Context: an optimization exercise on an open-source flow, tuned for small area. The choices shown serve that exercise and are no tape-out recipe.
Function was not checked in any run shown here: the RTL went through the layout flow alone.
No activity file was given, so power comes from the tool's default toggle rates.

<file path="flow/design.v">
package eth_tx_pkg;
    localparam logic [47:0] board_mac       = 48'h00_11_22_33_44_55;
    localparam logic [31:0] board_ip        = {8'd192, 8'd168, 8'd1, 8'd10};
    localparam logic [47:0] default_des_mac = 48'hff_ff_ff_ff_ff_ff;   
    localparam logic [31:0] default_des_ip  = {8'd192, 8'd168, 8'd1, 8'd102};
    localparam logic [15:0] board_port      = 16'd1234;
    localparam logic [15:0] des_port        = 16'd5678;
    localparam logic [15:0] ip_ethertype    = 16'h0800;
    localparam logic [15:0] arp_ethertype   = 16'h0806;
    localparam logic [15:0] arp_htype       = 16'h0001;
    localparam logic [15:0] arp_hlen_plen   = 16'h0604;
    localparam logic [15:0] ip_ver_tos      = 16'h4500;
    localparam logic [7:0]  ip_ttl          = 8'h80;
    localparam logic [7:0]  ip_proto_udp    = 8'd17;
    localparam logic [15:0] ip_flags_df     = 16'h4000;
    localparam logic [31:0] crc_poly        = 32'hedb8_8320;  
    localparam logic [16:0] csum_raw        = {1'b0, ip_ver_tos} + {1'b0, ip_flags_df} +
                                              {1'b0, ip_ttl, ip_proto_udp} +
                                              {1'b0, board_ip[31:16]} + {1'b0, board_ip[15:0]};
    localparam logic [15:0] csum_const      = csum_raw[15:0] + {15'd0, csum_raw[16]};
endpackage
`timescale 1ns/10ps
import eth_tx_pkg::*;
module crc32_gen
(
    input  logic        clk,
    input  logic        en,
    input  logic [7:0]  data,
    output logic [31:0] crc_reg
);
    logic [43:0] t;
    logic [31:0] tab;
    assign t[7:0] = (crc_reg[7:0] ^ data) & {8{en}};
    assign t[8] = t[0] ^ t[5];
    assign t[9] = t[1] ^ t[7];
    assign t[10] = t[3] ^ t[6];
    assign t[11] = t[2] ^ t[10];
    assign t[12] = t[4] ^ t[7];
    assign t[13] = t[6] ^ t[8];
    assign t[14] = t[0] ^ t[4];
    assign t[15] = t[1] ^ t[2];
    assign t[16] = t[1] ^ t[8];
    assign t[17] = t[3] ^ t[4];
    assign t[18] = t[6] ^ t[9];
    assign t[19] = t[2] ^ t[3];
    assign t[20] = t[4] ^ t[13];
    assign t[21] = t[5] ^ t[11];
    assign t[22] = t[10] ^ t[12];
    assign t[23] = t[2] ^ t[12];
    assign t[24] = t[9] ^ t[17];
    assign t[25] = t[0] ^ t[3];
    assign t[26] = t[1] ^ t[14];
    assign t[27] = t[5] ^ t[15];
    assign t[28] = t[0] ^ t[11];
    assign t[29] = t[4] ^ t[5];
    assign t[30] = t[6] ^ t[15];
    assign t[31] = t[7] ^ t[19];
    assign t[32] = t[14] ^ t[19];
    assign t[33] = t[16] ^ t[17];
    assign t[34] = t[15] ^ t[20];
    assign t[35] = t[9] ^ t[21];
    assign t[36] = t[5] ^ t[23];
    assign t[37] = t[8] ^ t[23];
    assign t[38] = t[11] ^ t[16];
    assign t[39] = t[9] ^ t[11];
    assign t[40] = t[39] ^ t[14];
    assign t[41] = t[5] ^ t[24];
    assign t[42] = t[9] ^ t[13];
    assign t[43] = t[0] ^ t[18];
    assign tab[0] = t[2];
    assign tab[1] = t[25];
    assign tab[2] = t[26];
    assign tab[3] = t[27];
    assign tab[4] = t[28];
    assign tab[5] = t[24];
    assign tab[6] = t[29];
    assign tab[7] = t[13];
    assign tab[8] = t[18];
    assign tab[9] = t[7];
    assign tab[10] = t[2];
    assign tab[11] = t[3];
    assign tab[12] = t[14];
    assign tab[13] = t[16];
    assign tab[14] = t[30];
    assign tab[15] = t[31];
    assign tab[16] = t[32];
    assign tab[17] = t[33];
    assign tab[18] = t[34];
    assign tab[19] = t[35];
    assign tab[20] = t[22];
    assign tab[21] = t[36];
    assign tab[22] = t[21];
    assign tab[23] = t[22];
    assign tab[24] = t[37];
    assign tab[25] = t[38];
    assign tab[26] = t[40];
    assign tab[27] = t[41];
    assign tab[28] = t[20];
    assign tab[29] = t[42];
    assign tab[30] = t[43];
    assign tab[31] = t[9];
    always_ff @(posedge clk) begin
        crc_reg <= ({8'h00, crc_reg[31:8]} ^ tab) | {{8{!en}}, 24'd0};
    end
endmodule
`timescale 1ns/10ps
import eth_tx_pkg::*;
module eth_tx_top
(
    input  logic        clk,
    input  logic        rst_n,
    input  logic        tx_start,
    input  logic [1:0]  tx_kind,
    input  logic        arp_op,
    input  logic [47:0] des_mac,
    input  logic [31:0] des_ip,
    input  logic [15:0] payload_len,
    input  logic [7:0]  payload_data,
    output logic        rdy,
    output logic [1:0]  busy_kind,
    output logic        payload_req,
    output logic        gmii_tx_en,
    output logic [7:0]  gmii_txd
);
    logic [6:0]  k;
    logic        idle;
    logic        accept;
    logic        is_udp;
    logic        arp_op_r;
    logic        mac_nz, ip_nz;
    logic        use_dflt;
    logic [7:0]  ring [10];      
    logic [7:0]  tap0;
    logic [7:0]  dflt;
    logic [10:0] rem;            
    logic        more;
    logic        req_d;
    logic [15:0] ip_ident;
    logic [10:0] body_len;
    logic [10:0] len_sum;
    logic [7:0]  acc_hi, acc_lo;
    logic        acc_c;
    logic [8:0]  acc_sum;
    logic        csum_win;
    logic [7:0]  var_byte;
    logic [7:0]  hdr;
    logic [7:0]  fb;
    logic [7:0]  txd_r;
    logic [31:0] crc;
    logic        crc_en;
    assign idle      = (k == 7'd0);
    assign accept    = idle && tx_start && tx_kind[0];
    assign rdy       = !tx_start && idle;
    assign busy_kind = idle ? 2'd0 : {is_udp, 1'b1};
    assign more      = is_udp && (rem != 11'd0);
    always_ff @(posedge clk) begin
        if (!rst_n) begin
            k <= 7'd0;
        end else if (idle) begin
            k <= accept ? 7'd22 : 7'd0;
        end else if (k == 7'd107) begin
            k <= 7'd0;
        end else if (!(k == 7'd89 && more)) begin
            k <= k + 7'd1;
        end
    end
    logic [7:0] ld [10];
    assign ld[0] = des_mac[31:24];
    assign ld[1] = des_mac[23:16];
    assign ld[2] = des_mac[15:8];
    assign ld[3] = des_mac[7:0];
    assign ld[4] = des_ip[31:24];
    assign ld[5] = des_ip[23:16];
    assign ld[6] = des_ip[15:8];
    assign ld[7] = des_ip[7:0];
    assign ld[8] = des_mac[47:40];
    assign ld[9] = des_mac[39:32];
    always_ff @(posedge clk) begin
        is_udp   <= (tx_kind[1] && accept) || (is_udp && !idle);
        arp_op_r <= (arp_op && accept) || (arp_op_r && !idle);
    end
    always_ff @(posedge clk) begin
        for (int i = 0; i < 9; i++) ring[i] <= (ld[i] & {8{accept}}) | (ring[i + 1] & {8{!idle}});
        ring[9] <= (ld[9] & {8{accept}}) | (tap0 & {8{!idle}});
    end
    always_ff @(posedge clk) begin
        if (idle) begin
            mac_nz <= 1'b0;
            ip_nz  <= 1'b0;
        end else begin
            if ((ring[0] != 8'd0 && k >= 7'd22 && k <= 7'd25) ||
                (ring[8] != 8'd0 && k >= 7'd22 && k <= 7'd23))
                mac_nz <= 1'b1;
            if (ring[0] != 8'd0 && k >= 7'd26 && k <= 7'd29)
                ip_nz <= 1'b1;
        end
    end
    always_comb begin
        case (k)
            7'd36:   dflt = default_des_ip[31:24];
            7'd37:   dflt = default_des_ip[23:16];
            7'd38:   dflt = default_des_ip[15:8];
            7'd39:   dflt = default_des_ip[7:0];
            default: dflt = 8'hff;
        endcase
    end
    assign use_dflt = !(mac_nz && ip_nz) && (k >= 7'd30) && (k <= 7'd39);
    assign tap0     = use_dflt ? dflt : ring[0];
    always_ff @(posedge clk) begin
        rem <= (payload_len[10:0] & {11{accept}}) | ((rem - {10'd0, payload_req}) & {11{!idle}});
    end
    assign payload_req = more && (k >= 7'd71) && (k <= 7'd89);
    always_ff @(posedge clk) begin
        req_d <= payload_req;
    end
    logic       short_len, add20, lc3, lc4, lc5;
    always_ff @(posedge clk) begin
        short_len <= (accept && payload_len[10:5] == 6'd0 &&
                      !(payload_len[4] && (payload_len[3] || payload_len[2] || payload_len[1]))) ||
                     (short_len && !idle);
    end
    assign body_len  = short_len ? 11'd18 : rem;
    assign add20       = k[1];
    assign len_sum[1:0] = body_len[1:0];
    assign len_sum[2]   = body_len[2] ^ add20;
    assign lc3          = body_len[2] && add20;
    assign len_sum[3]   = !(body_len[3] ^ lc3);
    assign lc4          = body_len[3] || lc3;
    assign len_sum[4]   = body_len[4] ^ add20 ^ lc4;
    assign lc5          = (body_len[4] && add20) || (body_len[4] && lc4) || (add20 && lc4);
    assign len_sum[10:5] = body_len[10:5] + {5'd0, lc5};
    always_ff @(posedge clk) begin
        if (!rst_n) begin
            ip_ident <= 16'd0;
        end else if (k == 7'd91 && is_udp) begin
            ip_ident <= ip_ident + 16'd1;
        end
    end
    logic s_tap0, s_lenh, s_lenl, s_idh, s_idl, s_acc, s_r6, s_r8;
    assign s_tap0 = (k >= 7'd30) && (k <= 7'd39);
    assign s_lenh = is_udp && (k == 7'd46 || k == 7'd68);
    assign s_lenl = is_udp && (k == 7'd47 || k == 7'd69);
    assign s_idh  = is_udp && (k == 7'd48);
    assign s_idl  = is_udp && (k == 7'd49);
    assign s_acc  = is_udp && (k == 7'd54 || k == 7'd55);
    assign s_r6   = is_udp && (k >= 7'd60) && (k <= 7'd63);
    assign s_r8   = !is_udp && (k >= 7'd62) && (k <= 7'd71);
    assign var_byte = ({8{s_tap0}} & tap0) |
                      ({8{s_lenh}} & {5'd0, len_sum[10:8]}) |
                      ({8{s_lenl}} & len_sum[7:0]) |
                      ({8{s_idh}}  & ip_ident[15:8]) |
                      ({8{s_idl}}  & ip_ident[7:0]) |
                      ({8{s_acc}}  & ~acc_hi) |
                      ({8{s_r6}}   & ring[6]) |
                      ({8{s_r8}}   & ring[8]);
    assign csum_win = (k >= 7'd36);
    assign acc_sum  = {1'b0, acc_hi} + {1'b0, var_byte & {8{csum_win}}} + {8'd0, acc_c};
    always_ff @(posedge clk) begin
        acc_hi <= acc_lo;
        if (k == 7'd0) begin
            acc_lo <= csum_const[7:0];
            acc_c  <= 1'b0;
        end else if (k == 7'd22) begin
            acc_lo <= csum_const[15:8];
            acc_c  <= 1'b0;
        end else begin
            acc_lo <= acc_sum[7:0];
            acc_c  <= acc_sum[8];
        end
    end
    logic [7:0] cb;
    always_comb begin
        cb = 8'h00;
        case (k)
            7'd22, 7'd23, 7'd24, 7'd25, 7'd26, 7'd27, 7'd28: cb = 8'h55;
            7'd29:  cb = 8'hd5;
            7'd36: cb = board_mac[47:40];
            7'd37: cb = board_mac[39:32];
            7'd38: cb = board_mac[31:24];
            7'd39: cb = board_mac[23:16];
            7'd40: cb = board_mac[15:8];
            7'd41: cb = board_mac[7:0];
            7'd42: cb = 8'h08;
            7'd43: cb = is_udp ? 8'h00 : 8'h06;
            default: begin
                if (is_udp) begin
                    case (k)
                        7'd44: cb = ip_ver_tos[15:8];
                        7'd45: cb = ip_ver_tos[7:0];
                        7'd50: cb = ip_flags_df[15:8];
                        7'd51: cb = ip_flags_df[7:0];
                        7'd52: cb = ip_ttl;
                        7'd53: cb = ip_proto_udp;
                        7'd56: cb = board_ip[31:24];
                        7'd57: cb = board_ip[23:16];
                        7'd58: cb = board_ip[15:8];
                        7'd59: cb = board_ip[7:0];
                        7'd64: cb = board_port[15:8];
                        7'd65: cb = board_port[7:0];
                        7'd66: cb = des_port[15:8];
                        7'd67: cb = des_port[7:0];
                        default: cb = 8'h00;
                    endcase
                end else begin
                    case (k)
                        7'd44: cb = arp_htype[15:8];
                        7'd45: cb = arp_htype[7:0];
                        7'd46: cb = ip_ethertype[15:8];
                        7'd47: cb = ip_ethertype[7:0];
                        7'd48: cb = arp_hlen_plen[15:8];
                        7'd49: cb = arp_hlen_plen[7:0];
                        7'd50: cb = 8'h00;
                        7'd51: cb = arp_op_r ? 8'h02 : 8'h01;
                        7'd52: cb = board_mac[47:40];
                        7'd53: cb = board_mac[39:32];
                        7'd54: cb = board_mac[31:24];
                        7'd55: cb = board_mac[23:16];
                        7'd56: cb = board_mac[15:8];
                        7'd57: cb = board_mac[7:0];
                        7'd58: cb = board_ip[31:24];
                        7'd59: cb = board_ip[23:16];
                        7'd60: cb = board_ip[15:8];
                        7'd61: cb = board_ip[7:0];
                        default: cb = 8'h00;
                    endcase
                end
            end
        endcase
    end
    assign hdr = cb | (var_byte & {8{!(k >= 7'd36 && k <= 7'd39)}});
    always_ff @(posedge clk) begin
        fb <= hdr | (payload_data & {8{req_d}});
    end
    assign crc_en = (k >= 7'd31) && (k <= 7'd90);
    crc32_gen u_crc (
        .clk     (clk),
        .en      (crc_en),
        .data    (fb),
        .crc_reg (crc)
    );
    always_ff @(posedge clk) begin
        txd_r <= fb | (~crc[7:0] & {8{k >= 7'd91 && k <= 7'd94}});
    end
    assign gmii_tx_en = (k >= 7'd24) && (k <= 7'd95);
    assign gmii_txd   = gmii_tx_en ? txd_r : 8'h00;
endmodule
</file>
<file path="flow/flow/run.sh">
#!/bin/bash
# Synthesis as the standard one but with an area-oriented abc script (flow/area.abc),
# then the standard layout with buf_1 port buffers and a clkbuf_8 clock tree without
# dummy loads; global placement keeps no resizer changes. Each make run's full output goes to its own log here.
set -euo pipefail
W=$PWD
export FLOW_ABC_SCRIPT=$W/flow/area.abc
make -C "$FLOW_HOME" DESIGN_CONFIG=$W/config.mk WORK_HOME=$W/orfs CLKGATE_MAP_FILE= \
  SYNTH_SCRIPT=$W/flow/synth_area.tcl synth > synth_flow.log 2>&1
export BUFFER_PORTS_ARGS="-buffer_cell sky130_fd_sc_hd__buf_1"
export GPL_KEEP_OVERFLOW=0
export CTS_ARGS="-sink_clustering_enable -repair_clock_nets -dont_use_dummy_load -buf_list sky130_fd_sc_hd__clkbuf_8"
bash standard.sh > standard_flow.log 2>&1
</file>
<file path="flow/flow/area.abc">
strash
&get -n
&fraig -x
&put
scorr
dc2
balance
rewrite
refactor
balance
rewrite
rewrite -z
balance
refactor -z
rewrite -z
balance
strash
&get -n
&dch -f
&nf -R 1000 -p
&put
</file>
<file path="flow/flow/synth_area.tcl">
# synth_recipe.tcl with one change: abc maps the combinational logic with flow/area.abc
# (an area-recovering script) in place of ORFS's speed script. Registers are untouched.
proc synth {args} { yosys synth -nofsm -noshare {*}$args }
proc abc {args} {
  set i [lsearch -exact $args -script]
  if { $i >= 0 } {
    set args [lreplace $args [expr {$i + 1}] [expr {$i + 1}] $::env(FLOW_ABC_SCRIPT)]
  }
  yosys abc {*}$args
}
source $::env(SCRIPTS_DIR)/synth.tcl
# left out here: clear keep_hierarchy, flatten, clean up, hide names made inside functions, write 1_2_yosys.v
</file>
<file path="flow/standard.sh">
#!/bin/bash
# synth_recipe.tcl (not shown) runs the flow's synth.tcl, then flattens the netlist and writes it again
# the make line also repeats each setting of config.mk as NAME=value (left out here)
make -C /OpenROAD-flow-scripts/flow DESIGN_CONFIG=/design/flow/config.mk WORK_HOME=/design/flow/orfs CLKGATE_MAP_FILE= SYNTH_SCRIPT=/design/flow/synth_recipe.tcl "${@:-finish}"
</file>
<file path="flow/config.mk">
export PLATFORM = sky130hd
export DESIGN_NAME = eth_tx_top
export DESIGN_NICKNAME = eth_tx_top
export VERILOG_FILES = /design/flow/design.v
export SDC_FILE = /design/flow/constraint.sdc
export NUM_CORES = 4
export LEC_CHECK = 0
export CAP_MARGIN = 0
export CORE_MARGIN = 2
export CORE_UTILIZATION = 40
export SLEW_MARGIN = 0
</file>
<file path="flow/constraint.sdc">
create_clock -name core_clock -period 5.0 [get_ports {clk}]
set_input_delay 1.0000 -clock core_clock [delete_from_list [all_inputs] [get_ports {clk}]]
set_output_delay 1.0000 -clock core_clock [all_outputs]
set_load 0.01 [all_outputs]
</file>
==> summary.txt, run 1 <==
Synthesis
The number of warnings issued by yosys is 4. Counting flops and latches in the post-synthesis netlist gives 185. After synthesis, the share of flip-flops with an asynchronous set or reset is 0%. The synthesized netlist cell count is 823. Each instance of the synthesized netlist takes up on average 9.50 sq um. The count of distinct cell types in the synthesized netlist is 47.

For this run, the register share of the synthesized area comes to 47.4%. The area of the mapped netlist is 7820 sq um. Yosys mapped a number of flops with a built-in enable equal to 0. Synthesis produced a netlist with a net count of 954. For this run, the leading register cell type out of synthesis is sky130_fd_sc_hd__dfxtp_1.

Floorplanning
The floorplan step defined a die boundary enclosing 20700 sq um. After floorplanning, the core was divided into 51 placement rows. For this design the top-level I/O count stands at 123. The die is 144 microns tall. The initial utilization of the core area, before any placement, comes to 40.4%. Measured along the x axis, the die boundary spans 144 microns. The area of the core region is 19300 sq um.

STA
The hold violation total from the final report is 0. The count of final max-slew check failures came to 0. The highest achievable clock rate is 212 MHz. The final-layout setup total negative slack is 0 ps. Setup repair after global routing left no endpoint under its margin. The worst pin sits at a relative slew slack of 35.7%. Setup violations remaining at the end of the flow were counted as 0. For the pin with the worst max-slew slack, the measured transition is 964 ps. The worst clock skew is 55.7 ps. The final critical path takes up 94.5% of the cycle. The minimum clock period after layout is 4730 ps.

Placement
The estimated wirelength of the detail-placed design is 16.2 mm. The instance area after placement is 8730 sq um. The routability congestion estimate is 0.912. Buffers placed on the I/O ports in this run total 117.

Clock network
The clock insertion delay at the later pin of the skew report is 480 ps. The number of clock buffers added by TritonCTS is 17. The number of clock sinks is 185. The root buffer cell chosen for the clock tree is sky130_fd_sc_hd__clkbuf_8. CTS built an H-tree with a depth of 4. The maximum clock insertion buffer count is 2. The clock tree from TritonCTS is built. After clock tree synthesis, the clock-pin slew on the worst setup and hold paths is 70 ps. For this design, the CTS-stage hold fixing added 0 buffers.

Critical path
The last element of the critical path is acc_lo[7]$_SDFF_PP1_. The most critical setup path has its startpoint at k[3]$_SDFFE_PN0P_. The number of cells on the worst reg-to-reg path is 20. The worst-path cell with the longest stage delay is sky130_fd_sc_hd__nor2_1. The startpoint class of the critical path is a register. The number of gates on the worst path with buffers counted is 20.

The cell family contributing the most delay on the critical path is simple AND/OR/NAND/NOR gates. The worst reg2reg path startpoint is k[3]$_SDFFE_PN0P_. The critical path arrival is 5100 ps. In this run the worst path has a maximum fanout of 17. The maximum single-stage delay on the critical path is 750 ps. By startpoint and endpoint, the worst setup path is classified as register to register. The endpoint kind of the worst setup timing path is a register.

The cell repeated most along the worst path is sky130_fd_sc_hd__o21ai_0. At the worst endpoint, the required time is 5370 ps. The critical path goes through nor2_1 -> nand2_1 -> nor3b_2 -> a221oi_1 -> o21ai_0 -> a21oi_1 -> o21ai_0 -> a21oi_2 -> nor2_1 -> ha_1 -> a21o_1 -> a21o_1 -> and2_0 -> o21ai_0 -> nand2b_1 -> and2_0 -> o21a_1 -> nor2_1 -> a21oi_1 -> o21ai_0.

The number of buffer and inverter instances along the worst setup path is 0. Across all register-to-register paths, the minimum setup slack is 270 ps. The worst register-to-register path ends at acc_lo[7]$_SDFF_PP1_.

Drt
The detailed router finished its first iteration with 497 violations. The per-cell via count in the routed design is 5.54. The first detailed-routing pass ran for 8 iterations. The routed via count is 6826. For this run, design rule violations remaining after detail routing come to 0. The post-detailed-route wirelength per cell is 17.6 microns. The count of nets left with antenna violations once routing finished came out at 0. Wires add up to 21.7 mm.

Power and ir drop
The leakage power of the design is 3.28 nW. Of the total power, the clock network draws 19.7%. The total power density per cell area is 419 nW/um^2.

The power dissipated by switching net loads is 0.00128 W. Net switching is 33.7% of the power. The internal power contribution is 0.00253 W. The worst-case IR drop observed on VDD is 0.000263 V. The relative contribution of combinational cells to total power is 28.7%.

The share of total power dissipated in sequential elements is 51.7%.

Global route
The largest net degree at the start of global routing is 81. The overflow left after global routing is 0. The layer flagged by global routing as most heavily used is met2. The wire length of the first global-routing pass is 33.5 mm. The met1 usage is 29.9%. The met3 track demand over resource is 4.77%. The number of antenna violations at the first check in global routing was 0.

The number of global-route vias before repair is 6200. The overall track demand over capacity in global routing is 21.0%. The met2 routing resource usage after global routing is 31.1%.

Cells and area
The ratio of cells with drive above 1 in the final layout is 5.27%. The diode insertion count for antenna repair is 0. The register with the most flip-flops in the layout has 80 of them. The net count reported at finish is 1100.

The area growth from synthesis to layout is 16.2%. The cell area after layout is 9090 sq um.

Hold path
The class of the tightest hold or removal check is register to register.

Flow run
Max-cap violations in this run came to 0.

Run status
The flow ran to the end and the layout has no timing, DRC or antenna violations.
metal layers:
metal | share of wire (%) | vias up | wire, microns
met4 | 2.0 | 0 | 431
met3 | 7.1 | 40 | 1540
met2 | 44 | 269 | 9510
met5 | 0 | - | 0
li1 | - | 3340 | -
met1 | 47 | 3177 | 10200
logic make-up after synthesis:
| group | share of synthesized area, % |
|---|---|
| DFF | 47.4 |
| adders and majority gates | 3.65 |
| buffers and inverters | 0.768 |
| and+or+nand+nor | 15.8 |
| xor gates and xnor gates | 7.95 |
| AOI/OAI and AO/OA | 24.4 |
worst min-delay path by stage:
stage | start | endpoint | slack, ps | cells after the start
2_1_floorplan | acc_lo[0]$_SDFF_PP0_ | acc_hi[0]$_DFF_P_ | 310 | 0
3_3_place_gp | acc_lo[1]$_SDFF_PP0_ | acc_hi[1]$_DFF_P_ | 310 | 0
3_5_place_dp | acc_lo[5]$_SDFF_PP0_ | acc_hi[5]$_DFF_P_ | 310 | 0
4_1_cts | acc_lo[6]$_SDFF_PP1_ | acc_hi[6]$_DFF_P_ | 320 | 0
5_1_grt | acc_lo[6]$_SDFF_PP1_ | acc_hi[6]$_DFF_P_ | 340 | 0
6_report | acc_lo[3]$_SDFF_PP0_ | acc_hi[3]$_DFF_P_ | 320 | 0
placed cells by master, fill, tap and decap left out, types with 6 or more instances in the layout:
| master | count |
|---|---|
| sky130_fd_sc_hd__o22ai_1 | 6 |
| sky130_fd_sc_hd__dfxtp_2 | 7 |
| sky130_fd_sc_hd__buf_1 | 117 |
| sky130_fd_sc_hd__clkinv_1 | 16 |
| sky130_fd_sc_hd__nor2b_1 | 19 |
| sky130_fd_sc_hd__xor2_1 | 17 |
| sky130_fd_sc_hd__nand4_1 | 8 |
| sky130_fd_sc_hd__a21oi_1 | 40 |
| sky130_fd_sc_hd__and3_1 | 13 |
| sky130_fd_sc_hd__clkbuf_8 | 17 |
| sky130_fd_sc_hd__o21bai_1 | 9 |
| sky130_fd_sc_hd__nor3b_1 | 9 |
| sky130_fd_sc_hd__and2_0 | 11 |
| sky130_fd_sc_hd__a221oi_1 | 6 |
| sky130_fd_sc_hd__xnor2_1 | 54 |
| sky130_fd_sc_hd__nand2_1 | 72 |
| sky130_fd_sc_hd__o21ai_0 | 56 |
| sky130_fd_sc_hd__ha_1 | 16 |
| sky130_fd_sc_hd__o2111ai_1 | 6 |
| sky130_fd_sc_hd__a21o_1 | 7 |
| sky130_fd_sc_hd__nor2_1 | 70 |
| sky130_fd_sc_hd__dfxtp_1 | 177 |
| sky130_fd_sc_hd__a31oi_1 | 11 |
| sky130_fd_sc_hd__nor3_1 | 12 |
| sky130_fd_sc_hd__a22o_1 | 75 |
| sky130_fd_sc_hd__nand3_1 | 20 |
| sky130_fd_sc_hd__a22oi_1 | 12 |
power groups by stage:
stage	clock (W)	sequential [W]	combinational [W]
3_5_place_dp	0	0.00199	0.00108
2_1_floorplan	0	0.00191	0.000660
3_3_place_gp	0	0.00199	0.000959
6_report	0.000750	0.00197	0.00109
5_1_grt	0.000831	0.00200	0.00120
4_1_cts	0.000780	0.00196	0.00109
synthesized netlist by cell type (all sizes together), types with 3 or more instances:
cell | n | area (sq um)
a21o | 7 | 52.6
xnor2 | 54 | 473
nor3b | 10 | 75.1
o21bai | 9 | 67.6
o2111ai | 6 | 52.6
nor3 | 15 | 75.1
nand3 | 20 | 100
xor2 | 17 | 149
a21oi | 43 | 215
nor4 | 5 | 31.3
o211ai | 5 | 37.5
o21ai | 58 | 290
nor2 | 70 | 263
and3 | 14 | 87.6
a221oi | 6 | 52.6
o31ai | 3 | 22.5
o21a | 4 | 30.0
nand4 | 8 | 50.1
a211oi | 5 | 37.5
dfxtp | 185 | 3700
a22o | 75 | 657
nor2b | 20 | 125
fa | 3 | 60.1
or2 | 5 | 31.3
nand2 | 73 | 274
o22ai | 7 | 43.8
a222oi | 5 | 50.1
and2 | 12 | 75.1
a22oi | 12 | 90.1
ha | 18 | 225
clkinv | 16 | 60.1
a31oi | 11 | 68.8
worst register-to-register path, cell delays in order (launching register included):
cell and delay (ps):
sky130_fd_sc_hd__dfxtp_2 430, sky130_fd_sc_hd__nor2_1 760, sky130_fd_sc_hd__nand2_1 230, sky130_fd_sc_hd__nor3b_2 630
sky130_fd_sc_hd__a221oi_1 160, sky130_fd_sc_hd__o21ai_0 230, sky130_fd_sc_hd__a21oi_1 80, sky130_fd_sc_hd__o21ai_0 140
sky130_fd_sc_hd__a21oi_2 110, sky130_fd_sc_hd__nor2_1 240, sky130_fd_sc_hd__ha_1 270, sky130_fd_sc_hd__a21o_1 150
sky130_fd_sc_hd__a21o_1 170, sky130_fd_sc_hd__and2_0 170, sky130_fd_sc_hd__o21ai_0 160, sky130_fd_sc_hd__nand2b_1 90
sky130_fd_sc_hd__and2_0 170, sky130_fd_sc_hd__o21a_1 170, sky130_fd_sc_hd__nor2_1 130, sky130_fd_sc_hd__a21oi_1 80
sky130_fd_sc_hd__o21ai_0 100
metrics by stage:
stage | hold WS, ps | total power [W] | util [%] | std cells | setup WS (ps)
6_report | 324 | 0.00381 | 47.0 | 1232 | 273
5_1_grt | 336 | 0.00403 | 47.0 | 1232 | 15.0
4_1_cts | 323 | 0.00382 | 46.6 | 1229 | 9.60
3_5_place_dp | 314 | 0.00307 | 45.2 | 1211 | -1510
3_3_place_gp | 311 | 0.00294 | 44.5 | 1205 | -1860
2_1_floorplan | 310 | 0.00257 | - | 823 | 137
what timing repair did:
| action | in CTS | in global routing |
|---|---|---|
| hold endpoints to repair | 0 | 0 |
| setup buffers | 1 | 3 |
| setup endpoints to repair | 9 | 4 |
| pin swaps | 1 | 2 |
| resized for setup | 10 | 19 |
area by class of cell:
type	instances	area [sq um]
fill	1935	10200
multi-input combinational	622	4150
sequential	185	3720
timing repair buffer	127	597
tap	265	332
clock buffer	17	234
inverter	16	60.1
==> inputs of run 2 (changes only) <==
--- a/flow/config.mk
+++ b/flow/config.mk
@@ -8,4 +8,4 @@
 export CAP_MARGIN = 0
 export CORE_MARGIN = 2
-export CORE_UTILIZATION = 40
+export CORE_UTILIZATION = 55
 export SLEW_MARGIN = 0
==> summary.txt, run 2 <==
Floorplanning
The area of the die is 15200 sq um. 123 I/O pins were placed. The effective utilization at floorplan is 56.3%. In this run the horizontal extent of the chip is 123 microns. The total area inside the core boundary comes to 13900 sq um. The number of standard-cell rows in the floorplan is 43.

The floorplan die height is 123 microns.

Drt
The routed via count is 7035. The post-detailed-route wirelength per cell is 19.8 microns. Once detail routing completed, the nets flagged for antenna violations numbered 0. Dividing the detail-routed via count by the number of cells gives 6.13. The detailed router finished its first iteration with 648 violations. The aggregate routed wire length is 22.7 mm. After detailed routing, the number of remaining DRC violations is 0. The first-pass iteration count of the detailed router is 6.

STA
After layout, the minimum clock period comes to 4800 ps. Dividing the final minimum period by the clock period gives 95.9%. Static timing analysis puts the maximum clock frequency at 208 MHz.

Setup violations remaining at the end of the flow were counted as 0. The worst hold slack is 331 ps. For the pin with the worst max-slew slack, the measured transition is 1100 ps. For the final database, setup skew stands at 37.3 ps. The hold violation total from the final report is 0. The count of final max-slew check failures is 0. The worst pin sits at a relative slew slack of 26.3%.

Setup repair after global routing left no endpoint under its margin.

Cells and area
Relative to the synthesized area, the layout overhead comes to 14.5%. Cells with a size suffix above 1 make up 5.06% of the layout. The number of flip-flops under the largest register name is 80.

The cell area after layout is 8960 sq um. In the layout the commonest cells are sky130_fd_sc_hd__dfxtp_1 (179), sky130_fd_sc_hd__buf_1 (117), sky130_fd_sc_hd__a22o_1 (75), sky130_fd_sc_hd__nand2_1 (73), sky130_fd_sc_hd__nor2_1 (70). 0 antenna diodes ended up in the layout. Leaving out fill and tap cells, the most frequent cell in the layout is sky130_fd_sc_hd__dfxtp_1. The net count reported at finish is 1101.

Global route
The number of antenna violations at the first check in global routing is 0. The number of global-route vias before repair was 6707. The wire length of the first global-routing pass is 35.3 mm.

The largest net degree at the start of global routing is 74. The overall track demand over capacity in global routing is 30.8%. Summed over all layers, the global routing overflow is 0.

Clock network
The clock insertion delay at the later pin of the skew report is 470 ps. The number of clock sinks is 185. The clock transition time at the flip-flop clock pins of the worst setup and hold paths is 80 ps. The maximum clock insertion buffer count is 2.

TritonCTS built the clock tree. The cell sitting at the root of the clock tree is a sky130_fd_sc_hd__clkbuf_8. The clock tree synthesis step divided the H-tree into 4 levels. Buffers inserted during clock tree synthesis total 17.

Synthesis
The sequential share of the synthesized area is 47.4%. Yosys mapped a number of flops with a built-in enable equal to 0. The dominant cell type by area after synthesis is sky130_fd_sc_hd__dfxtp_1. The share of the synthesized area in the top cell type is 47.4%. Synthesis inferred 185 register bits. The net count of the mapped netlist is 954. Yosys attributes the largest share of cell area to sky130_fd_sc_hd__dfxtp_1 (47%), sky130_fd_sc_hd__a22o_1 (8.4%), sky130_fd_sc_hd__xnor2_1 (6.0%), sky130_fd_sc_hd__o21ai_0 (3.7%), sky130_fd_sc_hd__nand2_1 (3.5%). The cell area that synthesis handed to floorplanning was 7820 sq um. Counting every instance in the synthesized netlist gives 823. The per-instance average area after synthesis is 9.50 sq um. The number of warnings issued by yosys is 4. After synthesis, the share of flip-flops with an asynchronous set or reset is 0%.

The cell with the most instances after synthesis is sky130_fd_sc_hd__dfxtp_1. The synthesized netlist contains 47 unique library cells. Ranked by instance count, the synthesized netlist is headed by sky130_fd_sc_hd__dfxtp_1 (185), sky130_fd_sc_hd__a22o_1 (75), sky130_fd_sc_hd__nand2_1 (73). The flip-flop cell with the highest count after synthesis is sky130_fd_sc_hd__dfxtp_1.

Power and ir drop
Summed over all cells, the static leakage comes to 3.27 nW. The largest vdd supply drop is 0.000270 V. Dividing total power by cell area gives a power density of 423 nW/um^2.

Hold path
The path class of the tightest hold or removal check is register to register.

Critical path
The critical path is of the register to register type. STA classifies the critical path endpoint as a register. The worst setup path is launched from a register. The required time of the critical path is 5300 ps. Along the worst path, the maximum fanout reaches 10. The critical path arrival is 5100 ps.

Placement
The congestion estimate from routability-driven global placement came to 0.948. In this run the cell area measured after placement is 8610 sq um. Port buffering added 117 buffers. Once detailed placement completed, the half-perimeter wirelength came to 17.5 mm.

Run status
The run finished with no timing, DRC or antenna violations.

Flow run
Max-cap violations in this run came to 0.
run 2: cell type report:
class | instances | area, sq um
repair buffers | 128 | 588
flip-flops and latches | 185 | 3710
well taps | 180 | 225
clock buffers | 17 | 234
inverters | 16 | 60.1
multi-input cells | 622 | 4140
fillers | 1233 | 4920
run 2: final timing paths:
check	from	end	slack (ps)	cells past startpoint
setup / recovery	short_len$_DFF_P_	acc_c$_SDFF_PP0_	200	23
hold / removal	acc_lo[4]$_SDFF_PP0_	acc_hi[4]$_DFF_P_	330	0
hold reg to reg	acc_lo[4]$_SDFF_PP0_	acc_hi[4]$_DFF_P_	330	0
setup reg to reg	short_len$_DFF_P_	acc_c$_SDFF_PP0_	200	23
run 2: per-layer routing:
layer | global-route usage (%) | vias up | part of all wire (%)
li1 | - | 3330 | -
met5 | 0 | - | 0
met4 | 13.1 | 0 | 3.2
met1 | 40.7 | 3311 | 43
met3 | 7.29 | 59 | 7.7
met2 | 48.3 | 335 | 46
run 2: cells by family (layout without fill, tap and decap cells):
group / after synthesis / count (layout) / synth area share (%)
AO/OA/AOI/OAI: 271 / 271 / 24.4
AND/OR/NAND/NOR: 259 / 259 / 15.8
flip-flops: 185 / 185 / 47.4
adder cells (fa/ha/maj): 21 / 21 / 3.65
XOR/XNOR: 71 / 71 / 7.95
buffers and inverters: 16 / 161 / 0.768
run 2: worst max-delay path: stages, from the launching register on:
cell and delay [ps]:
sky130_fd_sc_hd__dfxtp_1 530, sky130_fd_sc_hd__nor2b_1 100, sky130_fd_sc_hd__ha_1 190, sky130_fd_sc_hd__clkinv_1 40, sky130_fd_sc_hd__ha_1 140, sky130_fd_sc_hd__clkinv_1 70, sky130_fd_sc_hd__fa_1 360, sky130_fd_sc_hd__ha_1 230
sky130_fd_sc_hd__ha_1 210, sky130_fd_sc_hd__nand3_1 110, sky130_fd_sc_hd__xnor2_1 120, sky130_fd_sc_hd__o21ai_0 140, sky130_fd_sc_hd__a21oi_1 160, sky130_fd_sc_hd__o21ai_0 100, sky130_fd_sc_hd__a21oi_1 330, sky130_fd_sc_hd__nor2_1 130
sky130_fd_sc_hd__fa_1 480, sky130_fd_sc_hd__a21o_1 200, sky130_fd_sc_hd__a21o_1 180, sky130_fd_sc_hd__and2_0 170, sky130_fd_sc_hd__o21a_1 200, sky130_fd_sc_hd__o21a_1 180, sky130_fd_sc_hd__o21ai_0 180, sky130_fd_sc_hd__a21oi_1 100
run 2: per-stage QoR:
stage | instances | worst slack (ps) | util, % | total power (W) | setup TNS, ps
global placement | 1120 | -1480 | 61.2 | 0.00293 | -123570
detailed placement | 1126 | -1600 | 62.0 | 0.00304 | -8850
finish | 1148 | 203 | 64.5 | 0.00379 | 0
CTS | 1146 | 4.44 | 64.2 | 0.00379 | 0
global route | 1148 | 22.7 | 64.5 | 0.00399 | 0
floorplan | 823 | 137 | - | 0.00257 | 0
run 2: report_power, final:
part | internal (W) | switching [W]
Clock | 0.000301 | 0.000453
Sequential | 0.00176 | 0.000230
Combinational | 0.000446 | 0.000606
Total | 0.00250 | 0.00129
run 2: what timing repair did:
| action | 4_1_cts | 5_1_grt |
|---|---|---|
| gates resized for setup | 13 | 12 |
| setup endpoints to repair | 9 | 4 |
| pin swaps | 2 | 2 |
| setup buffers | 3 | 2 |
| hold buffers | 0 | 0 |
==> inputs of run 3 (changes only) <==
--- a/flow/flow/area.abc
+++ b/flow/flow/area.abc
@@ -18,4 +18,4 @@
 &get -n
 &dch -f
-&nf -R 1000 -p
+&nf -R 1000 -p -C 32 -F 10
 &put
==> summary.txt, run 3 <==
Global route
The number of global-route vias before repair is 6408. In the global route stage, overall resource usage came out at 28.9%. Entering global routing, the biggest net connects 81 pins.

The first global-routing pass estimated 33.5 mm of wire. The total overflow left after global routing is 0. The number of antenna violations at the first check in global routing is 0.

Synthesis
Of all cell types, the one taking the most synthesized area is sky130_fd_sc_hd__dfxtp_1. The flip-flop cell with the highest count after synthesis is sky130_fd_sc_hd__dfxtp_1. Counting distinct cell types in the post-synthesis netlist gives 54. After synthesis, the share of flip-flops with an asynchronous set or reset is 0%.

The cell with the most instances after synthesis is sky130_fd_sc_hd__dfxtp_1. After synthesis, the largest area contributor takes up 47.3% of total cell area. The mapped netlist covers 7820 sq um. After synthesis, the cell types taking the most area are sky130_fd_sc_hd__dfxtp_1 (47%), sky130_fd_sc_hd__a22o_1 (8.4%), sky130_fd_sc_hd__xnor2_1 (5.9%), sky130_fd_sc_hd__o21ai_0 (3.8%), sky130_fd_sc_hd__nor2_1 (3.1%). The sequential share of the synthesized area is 47.3%.

The per-instance average area after synthesis is 9.63 sq um. Sorting the synthesized cells by how often they occur yields sky130_fd_sc_hd__dfxtp_1 (185), sky130_fd_sc_hd__a22o_1 (75), sky130_fd_sc_hd__nor2_1 (64). The number of warnings issued by yosys is 4.

The synthesis-stage register bit count is 185. The number of enable-type register cells in the synthesized netlist is 0. After technology mapping, the gate count stands at 812.

The net count of the mapped netlist is 943.

Clock network
The clock tree from TritonCTS is built. The cell sitting at the root of the clock tree is a sky130_fd_sc_hd__clkbuf_8. The number of clock buffers inserted by TritonCTS is 17.

The hold buffer count at cts is 0. The longest clock path from root to sink contains 2 buffers. After clock tree synthesis, the clock-pin slew on the worst setup and hold paths is 70 ps. The number of clock sinks is 185. For the worst-skew pair, the clock arrives at the later sink with an insertion delay of 460 ps. The H-tree generated during clock tree synthesis spans 4 levels.

STA
For the final database, setup skew stands at 39.0 ps. The slew at the pin closest to its max-slew limit is 1020 ps. The hold violation total from the final report is 0. The worst slew margin relative to its limit is 31.2%. The worst path in the final design needs a cycle of 4660 ps, including I/O delays and setup. The count of final setup violators is 0. Static timing analysis puts the maximum clock frequency at 214 MHz. In the finished design, the share of the clock period the worst path needs comes to 93.3%. The count of final max-slew check failures was 0.

Critical path
Among cell families on the critical path, the largest total delay comes from compound AO/OA/AOI/OAI gates. The critical path arrival is 4950 ps. Among all stages on the critical path, the largest delay is contributed by sky130_fd_sc_hd__dfxtp_4. In this run the worst setup path begins at k[1]$_SDFFE_PN0P_.

The startpoint identified for the worst register-to-register timing path is k[1]$_SDFFE_PN0P_. The startpoint class of the critical path is a register. The endpoint kind of the worst setup timing path is a register. In this run the worst path has a maximum fanout of 14. In this design, the stage delay of the slowest critical-path cell is 450 ps.

The signal on the critical path passes through ha_4 -> nand2_1 -> nor2_4 -> and2_2 -> nor2_1 -> a21o_2 -> a21oi_4 -> o21ai_1 -> a31oi_1 -> nor2_1 -> a221oi_2 -> or2_1 -> fa_1 -> clkinv_1 -> fa_1 -> a21o_1 -> a21o_1 -> and2_0 -> o21a_1 -> o21a_1 -> o21ai_0 -> a21oi_1. The required time of the critical path is 5290 ps. The number of buffers and inverters on the critical path is 1. The category of the most critical setup path is register to register.

Drt
The aggregate routed wire length is 21.7 mm. The final route contains 7018 vias. The first-pass iteration count of the detailed router is 8.

Dividing the detail-routed wire length by the instance count gives 19.0 microns. The remaining design rule violation count is 0. The count of nets left with antenna violations once routing finished came out at 0.

The first routing iteration left 932 violations. In the routed layout, each cell is associated on average with a via count of 6.16.

Floorplanning
The area of the core region is 13900 sq um. The die is 123 microns wide. The area of the die is 15200 sq um. The number of standard-cell rows in the floorplan is 43. From bottom edge to top edge, the die measures 123 microns. The effective utilization at floorplan is 56.4%.

123 I/O pins were placed.

Cells and area
The diode insertion count for antenna repair is 0. The register with the most flip-flops in the layout has 80 of them. In the layout the commonest cells are sky130_fd_sc_hd__dfxtp_1 (177), sky130_fd_sc_hd__buf_1 (117), sky130_fd_sc_hd__a22o_1 (75), sky130_fd_sc_hd__nand2_1 (61), sky130_fd_sc_hd__nor2_1 (60). Once layout is done, the placed cells without fillers occupy 9010 sq um. The most common cell after layout, fill and taps aside is sky130_fd_sc_hd__dfxtp_1.

The post-route netlist has 6.05% of its cells at a drive strength greater than 1. The filler cells instantiated in the layout total 1163. For this run, the post-layout net count is 1092. The area growth from synthesis to layout is 15.2%.

Hold path
The worst hold path begins at acc_lo[7]$_SDFF_PP1_. The tightest min-delay check is of the register to register type.

Power and ir drop
The power consumption is 0.00379 W. For this design the static power due to leakage is 3.24 nW. Dividing total power by cell area gives a power density of 421 nW/um^2.

The largest vdd supply drop is 0.000434 V.

Placement
In this run the tool buffered the top-level ports with 117 buffer cells. After legalization and detailed placement, the total HPWL measured 16.1 mm. The instance area after placement is 8600 sq um. Routability-driven placement finished with a final weighted congestion of 0.981.

Flow run
The number of violations of the max-capacitance limit is 0.

Run status
The run finished with no timing, DRC or antenna violations.
run 3: cell types whose count changed after synthesis, moves of 3 or more:
cell / previous run / this run
sky130_fd_sc_hd__a21boi_0: 0 / 3
sky130_fd_sc_hd__a21oi_1: 43 / 35
sky130_fd_sc_hd__clkinv_1: 16 / 21
sky130_fd_sc_hd__nand2_1: 73 / 61
sky130_fd_sc_hd__nand2b_1: 2 / 6
sky130_fd_sc_hd__nor2_1: 70 / 64
sky130_fd_sc_hd__nor3b_1: 10 / 7
sky130_fd_sc_hd__o22ai_1: 7 / 1
run 3: kinds of logic after synthesis:
kind of cell / Yosys count / share of synthesized area (%)
buffers and inverters: 21 / 1.01
adder cells (fa/ha/maj): 21 / 3.65
flip-flops: 185 / 47.3
XOR/XNOR: 71 / 7.95
AND/OR/NAND/NOR: 243 / 15.2
AO/OA/AOI/OAI: 271 / 24.8
run 3: path summary, 6_finish.rpt:
path | slack, ps | depth (start not counted) | endpoint
worst min register to register | 330 | 0 | acc_hi[7]$_DFF_P_
worst min-delay path | 330 | 0 | acc_hi[7]$_DFF_P_
worst max register to register | 340 | 22 | acc_c$_SDFF_PP0_
worst max-delay path | 340 | 22 | acc_c$_SDFF_PP0_
run 3: layout make-up:
class | instances | area (sq um) | share of cell area (%)
Tap cell | 180 | 225 | 2.50
Timing Repair Buffer | 130 | 599 | 6.65
Clock buffer | 17 | 234 | 2.60
Sequential cell | 185 | 3720 | 41.3
Inverter | 21 | 82.6 | 0.916
Multi-Input combinational cell | 606 | 4150 | 46.1
run 3: timing repair:
item | CTS | global route
resized for setup | 17 | 25
setup buffers | 0 | 8
pin swaps | 0 | 1
gates cloned | 0 | 0
endpoints found under the setup margin | 8 | 4
run 3: per-stage QoR:
step	utilization (%)	setup TNS, ps	setup WS (ps)	hold WS (ps)	std cells
floorplan	-	0	114	310	812
global placement	61.1	-80480	-1140	311	1109
detailed placement	62.0	-5540	-1180	315	1114
CTS	64.0	0	45.2	332	1131
global route	64.9	-33.3	-33.3	343	1139
finish	64.9	0	337	331	1139
run 3: per-layer routing:
metal	global-route usage [%]	part of all wire, %	vias up	wire [microns]
met3	7.20	8.1	53	1760
met1	40.0	44	3297	9480
li1	-	-	3330	-
met2	44.4	46	338	9930
met4	9.30	2.4	0	520
met5	0	0	-	0
run 3: power by group:
| group | internal (W) | switching [W] | total [W] |
|---|---|---|---|
| logic | 0.000441 | 0.000620 | 0.00106 |
| registers | 0.00176 | 0.000229 | 0.00199 |
| clock network | 0.000301 | 0.000441 | 0.000742 |
| total | 0.00250 | 0.00129 | 0.00379 |

-- static timing again, ports no longer ideal --
In the flow no input, the clock included, has a driving cell. The finished layouts below were timed again as built, in two steps.
Step 1 sets driving cells, clkbuf_16 on the clock port and buf_2 on the other inputs (assumed; they add their load-dependent delay and slew).
Step 2 also shifts input and output timing later by t, the mid clock arrival at the registers, as if the neighbouring blocks saw the same clock.
a / b / c = ideal / step 1 / step 2; a / b = the first two.
| run | t (ns) | setup WS [ns] | clock arrival spread, ns |
|---|---|---|---|
| run 1 | 0.489 | 0.273 / 0.273 / 0.273 | 0.056 / 0.056 |
| run 2 | 0.492 | 0.203 / 0.203 / 0.203 | 0.039 / 0.039 |
| run 3 | 0.482 | 0.337 / 0.337 / 0.337 | 0.040 / 0.040 |
After both steps every run listed still meets setup and hold.
